This is an optimization exercise on Yosys and OpenROAD, whose aim is small area, a short achievable clock period and few clock cycles per item, not a production implementation. Only simulation tests tie the RTL to the original design; equivalence was not proved. No activity file was given, so power comes from the tool's default toggle rates.

Setup of v14:
## modular_exponentiation_core
module modular_exponentiation_core
(
	input logic clk,
	input logic arst_n,
	input logic cfg_valid,
	output logic cfg_ready,
	input logic [mexp_pkg::FIELD_W-1:0] cfg_modulus,
	input logic req_valid,
	output logic req_ready,
	input logic [mexp_pkg::FIELD_W-1:0] req_message,
	input logic [mexp_pkg::FIELD_W-1:0] req_exponent,
	output logic rsp_valid,
	input logic rsp_ready,
	output logic [mexp_pkg::FIELD_W-1:0] rsp_power_mod
);
export LEC_CHECK = 0
export CAP_MARGIN = 20
export CORE_MARGIN = 2
export CORE_UTILIZATION = 60
export PLACE_DENSITY = 0.75
export SETUP_SLACK_MARGIN = 4.5
export SLEW_MARGIN = 20
create_clock -name core_clock -period 8.0 [get_ports {clk}]
run.sh (not shown) runs the stock make flow with config.mk's settings and CLKGATE_MAP_FILE= SYNTH_SCRIPT=/design/flow/synth_recipe.tcl, a recipe that flattens the netlist after the stock synthesis.
Every stage of the flow completed for v14, and the final layout passed the timing, DRC and antenna checks.
Testbench counts of v14, summed over its fixed seeds: cycles 288,092, items 192.
Edits applied to the flow inputs when going from v14 to v21:
- ABC_AREA: unset -> 1
- PLACE_DENSITY: 0.75 -> unset
- SETUP_SLACK_MARGIN: 4.5 -> 4.0
- CORE_UTILIZATION: 60 -> 40
Results
Going from v14 to v21, xor and xnor area share after synthesis went down 0.68 points; count of cells resized by post-cts repair went down 91. Against v14, v21 comes in about 17% higher on clock-buffer cell count. The total power per unit cell area of v21 falls short of that of v14 by 9.0%. Against v14, v21 comes in about 47% lower on met3 wirelength from detailed routing. [compare] base=v14 new=v21: post-route worst setup slack grew by 0.022 ns; cell count +30%; area after synthesis saw an increase.

* * *

## ember
modular_exponentiation_core, a different RTL version from the one above (not shown whole).
Size: about 1600 cells after synthesis, about 140 I/O pins, roughly 0.015 sq mm of cells after synthesis.
export LEC_CHECK = 0
export CAP_MARGIN = 20
export CORE_MARGIN = 2
export CORE_UTILIZATION = 40
export SETUP_SLACK_MARGIN = 4.4
export SLEW_MARGIN = 20
create_clock -name core_clock -period 8.0 [get_ports {clk}]
Testbench counts of ember, summed over its fixed seeds: cycles 288,092, items 192.
[inputs] cedar vs ember
--- a/flow/config.mk
+++ b/flow/config.mk
@@ -10,3 +10,3 @@
 export CORE_UTILIZATION = 40
-export SETUP_SLACK_MARGIN = 4.4
+export SETUP_SLACK_MARGIN = 4.0
 export SLEW_MARGIN = 20
==> comparison <==
Core util | cedar vs ember | cedar lower. Global-route usage delta for cedar relative to ember: 0.63 points lower. When cedar is set beside ember, its minimum clock period turns out to be 0.098 ns larger.
diff inputs: cedar => pepper
--- a/flow/config.mk
+++ b/flow/config.mk
@@ -10,3 +10,3 @@
 export CORE_UTILIZATION = 40
-export SETUP_SLACK_MARGIN = 4.0
+export SETUP_SLACK_MARGIN = 4.2
 export SLEW_MARGIN = 20
Results
- Looking only at data arrival time of the worst path, and setting everything else aside, the lower value of pepper and cedar goes to pepper.
- Worst setup slack after layout, pepper and cedar: smaller value in cedar
- Against cedar, pepper comes in 2.1 points higher on share of cells above drive strength 1.
- Re wire length: pepper is about 2.4% up on cedar.
- Net switching component of the power: pepper vs cedar up 1.5%
- Cell count: pepper higher than cedar
Modified inputs, harbor compared to pepper
==> flow/flow/run.sh (new file) <==
#!/bin/bash
# The standard layout, with the port buffers taken as the smallest buffer
# (sky130_fd_sc_hd__buf_1) instead of the delay buffer buffer_ports picks
# by itself (every input and output port still gets its buffer), and with
# gate sizing free to change a cell's footprint.
set -e
export BUFFER_PORTS_ARGS="-buffer_cell sky130_fd_sc_hd__buf_1"
bash standard.sh MATCH_CELL_FOOTPRINT=0 finish > standard.log 2>&1
==> flow/standard.sh (new file) <==
#!/bin/bash
# synth_recipe.tcl (not shown) runs the flow's synth.tcl, then flattens the netlist and writes it again
# the make line also repeats each setting of config.mk as NAME=value (left out here)
make -C /OpenROAD-flow-scripts/flow DESIGN_CONFIG=/design/flow/config.mk WORK_HOME=/design/flow/orfs CLKGATE_MAP_FILE= SYNTH_SCRIPT=/design/flow/synth_recipe.tcl "${@:-finish}"
--- a/flow/config.mk
+++ b/flow/config.mk
@@ -10,2 +10,3 @@
 export CORE_UTILIZATION = 40
+export PLACE_DENSITY = 0.75
 export SETUP_SLACK_MARGIN = 4.2
removed: flow/run.sh
==> comparison <==
pepper reports its origin of the worst setup path as ac_q[27]$_DFFE_PP_ while harbor reports ls_q[0]$_DFF_P_.
Taking pepper as the reference, in harbor post-route minimum period higher, maximum frequency lower, total global-route track usage roughly the same, combinational power roughly the same, detailed-route vias per instance higher.
As of harbor, number of fillers in the final layout had fallen slightly compared to pepper.
Diff pepper -> harbor: leakage power shows a reduction of 0.33 nW; summed area of non-filler cells in the final layout shows a reduction of 770 sq um; wire length of the first global-routing pass shows an increase of 1.8%; final hold slack shows no meaningful change.
For sierra, these inputs were changed with respect to harbor:
==> flow/run.sh (new file) <==
#!/bin/bash
# synth_recipe.tcl (not shown) runs the flow's synth.tcl, then flattens the netlist and writes it again
# the make line also repeats each setting of config.mk as NAME=value (left out here)
make -C /OpenROAD-flow-scripts/flow DESIGN_CONFIG=/design/flow/config.mk WORK_HOME=/design/flow/orfs CLKGATE_MAP_FILE= SYNTH_SCRIPT=/design/flow/synth_recipe.tcl finish
--- a/flow/config.mk
+++ b/flow/config.mk
@@ -9,4 +9,3 @@
 export CORE_MARGIN = 2
-export CORE_UTILIZATION = 40
-export PLACE_DENSITY = 0.75
+export CORE_UTILIZATION = 55
 export SETUP_SLACK_MARGIN = 4.2
removed: flow/flow/run.sh
removed: flow/standard.sh
Between harbor and sierra, the flow reports final-layout clock buffer total decreasing by more than 10%. sierra does worse than harbor on power after layout. sierra falls short of harbor in design area. The leakage power in sierra was higher than what harbor gave. Of harbor and sierra, the run reporting the higher shortest period the worst path allows was harbor. Comparing harbor and sierra, clock network fraction of design power is lower on harbor. sierra vs harbor — first-iteration DRC count dropped by more than 10%. Global-route wire length before repair was higher in harbor than in sierra. The sequential power of harbor and that of sierra are within noise of each other. Compared with harbor, sierra shows standard-cell row count that has gone down by more than 10%. | depth of the worst register-to-register path | sierra vs harbor | 1 higher |.

* * *

modular_exponentiation_core again, from the RTL that the note above started with.
Settings: LEC_CHECK=0, CAP_MARGIN=10, CORE_MARGIN=2, CORE_UTILIZATION=40, PLACE_DENSITY=0.75, SETUP_SLACK_MARGIN=4.2, SLEW_MARGIN=10; clock period 8.0 ns.
Stock flow here: none of the scripts above is used.
Testbench counts at the start, summed over its fixed seeds: cycles 288,092, items 192.
Rerun with:
--- a/flow/config.mk
+++ b/flow/config.mk
@@ -6,8 +6,8 @@
 export NUM_CORES = 4
 export LEC_CHECK = 0
-export CAP_MARGIN = 10
+export CAP_MARGIN = 20
 export CORE_MARGIN = 2
 export CORE_UTILIZATION = 40
 export PLACE_DENSITY = 0.75
 export SETUP_SLACK_MARGIN = 4.2
-export SLEW_MARGIN = 10
+export SLEW_MARGIN = 20
Effect: Critical path depth is unchanged; final area is unchanged; die area does not change; core utilization is unchanged; wire length is unchanged; first-iteration DRC count is unchanged; setup slack does not change; via count does not change; cell count stays the same; non-clock buffer count is unchanged; clock skew stays the same.
Rerun with:
--- a/flow/config.mk
+++ b/flow/config.mk
@@ -10,4 +10,4 @@
 export CORE_UTILIZATION = 40
 export PLACE_DENSITY = 0.75
-export SETUP_SLACK_MARGIN = 4.2
+export SETUP_SLACK_MARGIN = 4.3
 export SLEW_MARGIN = 20
Cell count grows by 0.52%. Clock-buffer cell count shrinks by 2. Global-route usage grows by 0.42 points. Die area does not change.
Rerun with:
==> flow/flow/run.sh (new file) <==
#!/bin/bash
# The standard layout, with the port buffers taken as the smallest buffer
# (sky130_fd_sc_hd__buf_1) instead of the delay buffer buffer_ports picks
# by itself. Every input and output port still gets its buffer.
set -e
export BUFFER_PORTS_ARGS="-buffer_cell sky130_fd_sc_hd__buf_1"
bash standard.sh > standard.log 2>&1
==> flow/standard.sh (new file) <==
#!/bin/bash
# synth_recipe.tcl (not shown) runs the flow's synth.tcl, then flattens the netlist and writes it again
# the make line also repeats each setting of config.mk as NAME=value (left out here)
make -C /OpenROAD-flow-scripts/flow DESIGN_CONFIG=/design/flow/config.mk WORK_HOME=/design/flow/orfs CLKGATE_MAP_FILE= SYNTH_SCRIPT=/design/flow/synth_recipe.tcl "${@:-finish}"
--- a/flow/config.mk
+++ b/flow/config.mk
@@ -10,4 +10,4 @@
 export CORE_UTILIZATION = 40
 export PLACE_DENSITY = 0.75
-export SETUP_SLACK_MARGIN = 4.3
+export SETUP_SLACK_MARGIN = 4.2
 export SLEW_MARGIN = 20
removed: flow/run.sh
Result:
- power drops by 2.1%
- wire length climbs by 1.4%
- maximum frequency drops by 0.39%
- area after synthesis does not change
- sequential power barely changes
- register-to-register slack stays flat
- first-iteration DRC count climbs by 4.5%
- setup slack degrades by 0.015 ns
Rerun with:
==> flow/run.sh (new file) <==
#!/bin/bash
# synth_recipe.tcl (not shown) runs the flow's synth.tcl, then flattens the netlist and writes it again
# the make line also repeats each setting of config.mk as NAME=value (left out here)
make -C /OpenROAD-flow-scripts/flow DESIGN_CONFIG=/design/flow/config.mk WORK_HOME=/design/flow/orfs CLKGATE_MAP_FILE= SYNTH_SCRIPT=/design/flow/synth_recipe.tcl finish
--- a/flow/config.mk
+++ b/flow/config.mk
@@ -9,5 +9,5 @@
 export CORE_MARGIN = 2
 export CORE_UTILIZATION = 40
-export PLACE_DENSITY = 0.75
-export SETUP_SLACK_MARGIN = 4.2
+export PLACE_DENSITY = 0.85
+export SETUP_SLACK_MARGIN = 4.3
 export SLEW_MARGIN = 20
removed: flow/flow/run.sh
removed: flow/standard.sh
Outcome: The changed run went through all stages and came out clean. Setup slack is better by 0.096 ns. Global-route usage goes up by 0.73 points. Worst hold slack gains 0.0062 ns. Cell area is higher by a few percent. Total power rose by a few percent.
Rerun with:
--- a/flow/config.mk
+++ b/flow/config.mk
@@ -9,5 +9,4 @@
 export CORE_MARGIN = 2
 export CORE_UTILIZATION = 40
-export PLACE_DENSITY = 0.85
-export SETUP_SLACK_MARGIN = 4.3
+export SETUP_SLACK_MARGIN = 3.8
 export SLEW_MARGIN = 20
=> Total power goes down by about 4%. Routed wire length shrinks by about 9%. Via count goes down by 7.0%. Register-to-register slack is worse by 0.29 ns. Setup slack got worse by 0.29 ns. Utilization goes down by 1.4 points.

* * *

Setup of middle:
modular_exponentiation_core again, from the RTL that the note above started with.
clock: 8.0 ns
lec_check: 0
cap_margin: 20
core_margin: 2
core_utilization: 40
place_density: 0.75
setup_slack_margin: 4.1
slew_margin: 20
Stock flow here: none of the scripts above is used.
Testbench counts of middle, summed over its fixed seeds: cycles 288,092, items 192.
The following lists how north was set up differently from middle:
- swapping 4.1 for 4.6 in SETUP_SLACK_MARGIN
- clearing PLACE_DENSITY, which used to be 0.75
==> run notes <==
north ends up with higher power attributed to combinational cells than middle does. Across both runs, clock share of power was higher for north than for middle. Fraction of registers with async set or reset after synthesis: north vs middle identical. Diff middle -> north: wire length on met1 increased 10%; count of fill cells added during filler insertion did not really move. Note that the number of DRC markers in iteration 0 recorded for middle amounts to 0.899 times the value seen in north. north ran to completion and came out clean on the timing, DRC and antenna checks. Count of clock buffers in the final design: north vs middle up about 20%. middle vs north, worst setup path endpoint: h_q[5] vs h_q[4]. Per the comparison of north with middle, total chip power rose by 9.4%; post-synthesis to final-layout area growth picked up an extra 8.3 points.

## what the ideal ports hide
Ports are ideal in the flow. The routed layouts listed here were re-timed in OpenROAD.
Step 1 (the two cells are an assumption about what drives the block):
set clk [get_ports {clk}]
set_driving_cell -lib_cell sky130_fd_sc_hd__clkbuf_16 $clk
set_driving_cell -lib_cell sky130_fd_sc_hd__buf_2 [delete_from_list [all_inputs] $clk]
Step 2, shift: input delay + t, output delay - t, t = (earliest + latest rising clock arrival at the registers) / 2. This alone moves slack from input paths to output paths.
Three values: ideal, step 1, step 2; two values: the first two.
run | t, ns | setup WS [ns] | worst setup path after step 2 | worst register clock-pin slew, ns
v14 | 0.581 | 4.188 / 4.188 / 4.188 | register to register | 0.07 / 0.07
v21 | 0.603 | 4.211 / 4.211 / 4.211 | register to register | 0.07 / 0.07
ember | 0.588 | 4.182 / 4.182 / 4.182 | register to register | 0.06 / 0.06
cedar | 0.605 | 4.084 / 4.084 / 4.084 | register to register | 0.06 / 0.06
pepper | 0.598 | 4.287 / 4.287 / 4.287 | register to register | 0.06 / 0.06
harbor | 0.584 | 4.170 / 4.170 / 4.170 | register to register | 0.07 / 0.07
sierra | 0.585 | 4.268 / 4.268 / 4.268 | register to register | 0.06 / 0.06
the first run of note 3 | 0.571 | 4.253 / 4.253 / 4.253 | register to register | 0.06 / 0.06
the second run of note 3 | 0.571 | 4.253 / 4.253 / 4.253 | register to register | 0.06 / 0.06
the third run of note 3 | 0.565 | 4.185 / 4.185 / 4.185 | register to register | 0.06 / 0.06
the fourth run of note 3 | 0.584 | 4.170 / 4.170 / 4.170 | register to register | 0.07 / 0.07
the fifth run of note 3 | 0.582 | 4.266 / 4.266 / 4.266 | register to register | 0.07 / 0.07
the sixth run of note 3 | 0.605 | 3.972 / 3.972 / 3.972 | register to register | 0.06 / 0.06
middle | 0.568 | 4.212 / 4.212 / 4.212 | register to register | 0.06 / 0.06
north | 0.584 | 4.319 / 4.319 / 4.319 | register to register | 0.07 / 0.07
After both steps setup and hold are still met in every run listed.
